This design comes from an exercise in tuning for small area, a short achievable clock period and few clock cycles per item on the open sky130 flow, not from production work. At most, simulation tests tie the RTL to the original design; equivalence was not proved. Power and IR drop assume default switching activity.

==> flow/design.v <==
`timescale 1ns / 1ps
package fpp_pkg;
    localparam int AMP_W   = 16;
    localparam int FD_W    = AMP_W + 1;
    localparam int SD_W    = AMP_W + 2;
    localparam int U_W     = AMP_W + 3;
    localparam int POS_W   = 11;           
    localparam int COUNT_W = 5;
    localparam int SLOT_W  = 4;
    localparam int START_W   = 20;
    localparam int STEP_W    = 16;
    localparam int MAX_W     = 5;
    localparam int CFG_W     = 20;
    localparam int CFG_IDX_W = 2;
    localparam int FREQ_W    = 27;
    localparam logic [START_W-1:0] RST_FREQ_START  = START_W'(0);
    localparam logic [STEP_W-1:0]  RST_FREQ_STEP   = STEP_W'(16);
    localparam logic [MAX_W-1:0]   RST_MAX_FORMANT = MAX_W'(10);
    localparam logic [CFG_IDX_W-1:0] CFG_FREQ_START   = 2'd0;
    localparam logic [CFG_IDX_W-1:0] CFG_FREQ_STEP    = 2'd1;
    localparam logic [CFG_IDX_W-1:0] CFG_MAX_FORMANTS = 2'd2;
endpackage
`timescale 1ns / 1ps
import fpp_pkg::*;
module fpp_detect (
    input  logic             i_clk,
    input  logic             i_rst_n,
    input  logic             i_valid,
    input  logic [AMP_W-1:0] i_amplitude,
    input  logic             i_last_bin,
    output logic             o_valid,
    output logic             o_lt,         
    output logic             o_gt,         
    output logic             o_last_bin
);
    logic [AMP_W-1:0]       r_prev_amp;
    logic signed [FD_W-1:0] fd;
    assign fd = $signed({1'b0, i_amplitude}) - $signed({1'b0, r_prev_amp});
    always_ff @(posedge i_clk) begin
        if (i_valid) begin
            r_prev_amp <= i_amplitude;
        end
    end
    logic                   r_valid;
    logic signed [FD_W-1:0] r_fd;
    logic                   r_last;
    logic signed [FD_W-1:0] r_prev_fd;
    logic signed [U_W-1:0]  r_u;
    logic signed [U_W-1:0]  fd_w;
    always_ff @(posedge i_clk) begin
        if (!i_rst_n) begin
            r_valid <= 1'b0;
        end else begin
            r_valid <= i_valid;
        end
    end
    always_ff @(posedge i_clk) begin
        r_fd   <= fd;
        r_last <= i_last_bin;
    end
    assign fd_w = {{(U_W-FD_W){r_fd[FD_W-1]}}, r_fd};
    always_ff @(posedge i_clk) begin
        if (r_valid) begin
            r_prev_fd <= r_fd;
            r_u       <= (fd_w <<< 1) - {{(U_W-FD_W){r_prev_fd[FD_W-1]}}, r_prev_fd};
        end
    end
    assign o_valid    = r_valid;
    assign o_lt       = fd_w < r_u;
    assign o_gt       = fd_w > r_u;
    assign o_last_bin = r_last;
endmodule
`timescale 1ns / 1ps
import fpp_pkg::*;
module formant_peak_picker (
    input  logic                 i_clk,
    input  logic                 i_rst_n,
    input  logic                 i_cfg_we,
    input  logic [CFG_IDX_W-1:0] i_cfg_index,
    input  logic [CFG_W-1:0]     i_cfg_data,
    input  logic                 i_in_valid,
    output logic                 o_in_stall,
    input  logic [AMP_W-1:0]     i_amplitude,
    input  logic                 i_last_bin,
    output logic                 o_out_valid,
    input  logic                 i_out_stall,
    output logic [FREQ_W-1:0]    o_formant_frequency,
    output logic [SLOT_W-1:0]    o_formant_slot,
    output logic                 o_overflow
);
    localparam int QN = 4;
    logic [START_W-1:0] r_freq_start;
    logic [STEP_W-1:0]  r_freq_step;
    logic [MAX_W-1:0]   r_limit;         
    always_ff @(posedge i_clk) begin
        if (!i_rst_n) begin
            r_freq_start <= RST_FREQ_START;
            r_freq_step  <= RST_FREQ_STEP;
            r_limit      <= RST_MAX_FORMANT;
        end else if (i_cfg_we) begin
            case (i_cfg_index)
                CFG_FREQ_START:   r_freq_start <= START_W'(i_cfg_data);
                CFG_FREQ_STEP:    r_freq_step  <= STEP_W'(i_cfg_data);
                CFG_MAX_FORMANTS: r_limit      <= (MAX_W'(i_cfg_data) > MAX_W'(16)) ?
                                                  MAX_W'(16) : MAX_W'(i_cfg_data);
                default: begin
                end
            endcase
        end
    end
    logic               r_stall;
    logic               r_in_valid;
    logic [AMP_W-1:0]   r_amp;
    logic               r_last;
    logic               in_accept;
    assign in_accept = i_in_valid && !r_stall;
    always_ff @(posedge i_clk) begin
        r_amp  <= i_amplitude;
        r_last <= i_last_bin;
    end
    logic d_valid, d_lt, d_gt, d_last;
    fpp_detect u_detect (
        .i_clk       (i_clk),
        .i_rst_n     (i_rst_n),
        .i_valid     (r_in_valid),
        .i_amplitude (r_amp),
        .i_last_bin  (r_last),
        .o_valid     (d_valid),
        .o_lt        (d_lt),
        .o_gt        (d_gt),
        .o_last_bin  (d_last)
    );
    logic [2:0]         r_q [QN];
    logic [QN-1:0]      r_qv;
    logic [QN-1:0]      qv_pop;
    logic [QN-1:0]      q_wr;
    logic               go;
    logic               pop;
    logic               r_out_valid;
    logic               flight_1, flight_2, flight_3;
    assign go     = !(r_out_valid && i_out_stall);
    assign pop    = go && r_qv[0];
    assign qv_pop = pop ? {1'b0, r_qv[QN-1:1]} : r_qv;
    assign q_wr   = {QN{d_valid}} & ~qv_pop & {qv_pop[QN-2:0], 1'b1};
    always_ff @(posedge i_clk) begin
        for (int i = 0; i < QN; i++) begin
            if (q_wr[i]) begin
                r_q[i] <= {d_lt, d_gt, d_last};
            end else if (pop && i < QN - 1) begin
                r_q[i] <= r_q[i+1];
            end
        end
    end
    assign flight_1 = in_accept || r_in_valid || d_valid;
    assign flight_2 = (in_accept && r_in_valid) || (in_accept && d_valid) ||
                      (r_in_valid && d_valid);
    assign flight_3 = in_accept && r_in_valid && d_valid;
    always_ff @(posedge i_clk) begin
        if (!i_rst_n) begin
            r_in_valid <= 1'b0;
            r_qv       <= '0;
            r_stall    <= 1'b0;
        end else begin
            r_in_valid <= in_accept;
            r_qv       <= qv_pop | q_wr;
            r_stall    <= qv_pop[3] || (qv_pop[2] && flight_1) ||
                          (qv_pop[1] && flight_2) || (qv_pop[0] && flight_3);
        end
    end
    logic [POS_W-1:0]   r_pos;
    logic               r_falling;
    logic [COUNT_W-1:0] r_count;
    logic [FREQ_W-1:0]  r_freq;
    logic [SLOT_W-1:0]  r_slot;
    logic               r_ovf;
    logic               h_lt, h_gt, h_last;
    logic               active, ge3, lt4, room, peak;
    assign {h_lt, h_gt, h_last} = r_q[0];
    assign active = !r_pos[POS_W-1];
    assign ge3    = r_pos >= POS_W'(3);
    assign lt4    = r_pos < POS_W'(4);
    assign room   = r_count < COUNT_W'(r_limit);
    assign peak   = active && ge3 && h_gt && r_falling;
    always_ff @(posedge i_clk) begin
        if (!i_rst_n) begin
            r_pos       <= '0;
            r_falling   <= 1'b0;
            r_count     <= '0;
            r_out_valid <= 1'b0;
        end else begin
            if (go) begin
                r_out_valid <= pop && peak;
            end
            if (pop) begin
                if (active) begin
                    r_pos <= r_pos + POS_W'(1);
                    if (ge3) begin
                        if (h_lt) begin
                            r_falling <= 1'b1;
                        end else if (h_gt) begin
                            r_falling <= 1'b0;
                        end
                    end
                    if (peak && room) begin
                        r_count <= r_count + COUNT_W'(1);
                    end
                end
                if (h_last) begin
                    r_pos     <= '0;
                    r_falling <= 1'b0;
                    r_count   <= '0;
                end
            end
        end
    end
    always_ff @(posedge i_clk) begin
        if (pop) begin
            if (!room) begin
                r_freq <= '0;
            end else if (lt4) begin
                r_freq <= FREQ_W'(r_freq_start);
            end else begin
                r_freq <= r_freq + FREQ_W'(r_freq_step);
            end
            if (peak) begin
                r_slot <= room ? SLOT_W'(r_count) : '0;
                r_ovf  <= !room;
            end
        end
    end
    assign o_in_stall          = r_stall;
    assign o_out_valid         = r_out_valid;
    assign o_formant_frequency = r_freq;
    assign o_formant_slot      = r_slot;
    assign o_overflow          = r_ovf;
endmodule
clock: 6.5 ns
lec_check: 0
cap_margin: 20
core_margin: 2
core_utilization: 65
place_density: 0.75
setup_slack_margin: 4.2
slew_margin: 20
run.sh (not shown) runs the stock make flow with config.mk's settings and CLKGATE_MAP_FILE= SYNTH_SCRIPT=/design/flow/synth_recipe.tcl, a recipe that flattens the netlist after the stock synthesis.
Then changed:
--- a/flow/design.v
+++ b/flow/design.v
@@ -86,11 +86,11 @@
     input  logic                 i_out_stall,
     output logic [FREQ_W-1:0]    o_formant_frequency,
     output logic [SLOT_W-1:0]    o_formant_slot,
     output logic                 o_overflow
 );
-    localparam int QN = 4;
+    localparam int QN = 3;
     logic [START_W-1:0] r_freq_start;
     logic [STEP_W-1:0]  r_freq_step;
     logic [MAX_W-1:0]   r_limit;         
     always_ff @(posedge i_clk) begin
         if (!i_rst_n) begin
@@ -107,26 +107,19 @@
                 end
             endcase
         end
     end
     logic               r_stall;
-    logic               r_in_valid;
-    logic [AMP_W-1:0]   r_amp;
-    logic               r_last;
     logic               in_accept;
     assign in_accept = i_in_valid && !r_stall;
-    always_ff @(posedge i_clk) begin
-        r_amp  <= i_amplitude;
-        r_last <= i_last_bin;
-    end
     logic d_valid, d_lt, d_gt, d_last;
     fpp_detect u_detect (
         .i_clk       (i_clk),
         .i_rst_n     (i_rst_n),
-        .i_valid     (r_in_valid),
-        .i_amplitude (r_amp),
-        .i_last_bin  (r_last),
+        .i_valid     (in_accept),
+        .i_amplitude (i_amplitude),
+        .i_last_bin  (i_last_bin),
         .o_valid     (d_valid),
         .o_lt        (d_lt),
         .o_gt        (d_gt),
         .o_last_bin  (d_last)
     );
@@ -135,11 +128,10 @@
     logic [QN-1:0]      qv_pop;
     logic [QN-1:0]      q_wr;
     logic               go;
     logic               pop;
     logic               r_out_valid;
-    logic               flight_1, flight_2, flight_3;
     assign go     = !(r_out_valid && i_out_stall);
     assign pop    = go && r_qv[0];
     assign qv_pop = pop ? {1'b0, r_qv[QN-1:1]} : r_qv;
     assign q_wr   = {QN{d_valid}} & ~qv_pop & {qv_pop[QN-2:0], 1'b1};
     always_ff @(posedge i_clk) begin
@@ -149,24 +141,18 @@
             end else if (pop && i < QN - 1) begin
                 r_q[i] <= r_q[i+1];
             end
         end
     end
-    assign flight_1 = in_accept || r_in_valid || d_valid;
-    assign flight_2 = (in_accept && r_in_valid) || (in_accept && d_valid) ||
-                      (r_in_valid && d_valid);
-    assign flight_3 = in_accept && r_in_valid && d_valid;
-    always_ff @(posedge i_clk) begin
-        if (!i_rst_n) begin
-            r_in_valid <= 1'b0;
-            r_qv       <= '0;
-            r_stall    <= 1'b0;
+    always_ff @(posedge i_clk) begin
+        if (!i_rst_n) begin
+            r_qv    <= '0;
+            r_stall <= 1'b0;
         end else begin
-            r_in_valid <= in_accept;
-            r_qv       <= qv_pop | q_wr;
-            r_stall    <= qv_pop[3] || (qv_pop[2] && flight_1) ||
-                          (qv_pop[1] && flight_2) || (qv_pop[0] && flight_3);
+            r_qv    <= qv_pop | q_wr;
+            r_stall <= qv_pop[2] || (qv_pop[1] && (in_accept || d_valid)) ||
+                       (qv_pop[0] && in_accept && d_valid);
         end
     end
     logic [POS_W-1:0]   r_pos;
     logic               r_falling;
     logic [COUNT_W-1:0] r_count;
@@ -211,18 +197,24 @@
                     r_count   <= '0;
                 end
             end
         end
     end
+    logic [STEP_W:0]          lo_sum;
+    logic [FREQ_W-STEP_W-1:0] hi_inc;
+    logic [FREQ_W-1:0]        freq_add;
+    assign lo_sum   = {1'b0, r_freq[STEP_W-1:0]} + {1'b0, r_freq_step};
+    assign hi_inc   = r_freq[FREQ_W-1:STEP_W] + 1'b1;
+    assign freq_add = {lo_sum[STEP_W] ? hi_inc : r_freq[FREQ_W-1:STEP_W], lo_sum[STEP_W-1:0]};
     always_ff @(posedge i_clk) begin
         if (pop) begin
             if (!room) begin
                 r_freq <= '0;
             end else if (lt4) begin
                 r_freq <= FREQ_W'(r_freq_start);
             end else begin
-                r_freq <= r_freq + FREQ_W'(r_freq_step);
+                r_freq <= freq_add;
             end
             if (peak) begin
                 r_slot <= room ? SLOT_W'(r_count) : '0;
                 r_ovf  <= !room;
             end
The new run went through all stages and came out clean.
Non-clock buffer count rose by 43.
Synthesized area came out lower by 8.6%.
Power rose by 0.42%.
First-iteration DRC count rises by 4.5%.
Design area falls by 4.0%.
Wire length increases by 0.40%.
Combinational power grows by 28%.
Die area falls by 8.3%.
Fmax falls by 11%.
Setup slack loses 0.31 ns.
Clock power goes down by about 5%.
Clock-buffer cell count goes up by 4.
Utilization increases by 4.3 points.
Testbench counts after the change, summed over its fixed seeds: cycles 32,783, bins 32,768.
Function not checked in the first run of this note: the RTL went through the layout flow alone.

-- static timing again, ports no longer ideal --
The flow's constraints put no driver on any port. The routed layouts listed below were extracted and timed again, unchanged, in two steps. Step 1 (the two cells are an assumption about what drives the block):
set clk [get_ports {i_clk}]
set_driving_cell -lib_cell sky130_fd_sc_hd__clkbuf_16 $clk
set_driving_cell -lib_cell sky130_fd_sc_hd__buf_2 [delete_from_list [all_inputs] $clk]
Step 2 also shifts input and output timing later by t, the mid clock arrival at the registers, as if the neighbouring blocks saw the same clock. Slacks: ideal / step 1 / step 2; pairs: ideal / step 1.
run | t (ns) | setup WS [ns] | hold slack, ns | slew at the worst register clock pin (ns) | cell pins on the clock port's net
the first run | 0.483 | 3.953 / 3.953 / 3.786 | 0.329 / 0.329 / 0.329 | 0.08 / 0.08 | 1
the second run | 0.469 | 3.645 / 3.645 / 3.272 | 0.464 / 0.464 / 0.464 | 0.07 / 0.07 | 1
After both steps every run listed still meets setup and hold. For the second run, which loses most, drivers alone change the setup slack by 0.000 ns; drivers and shift together by -0.373 ns.
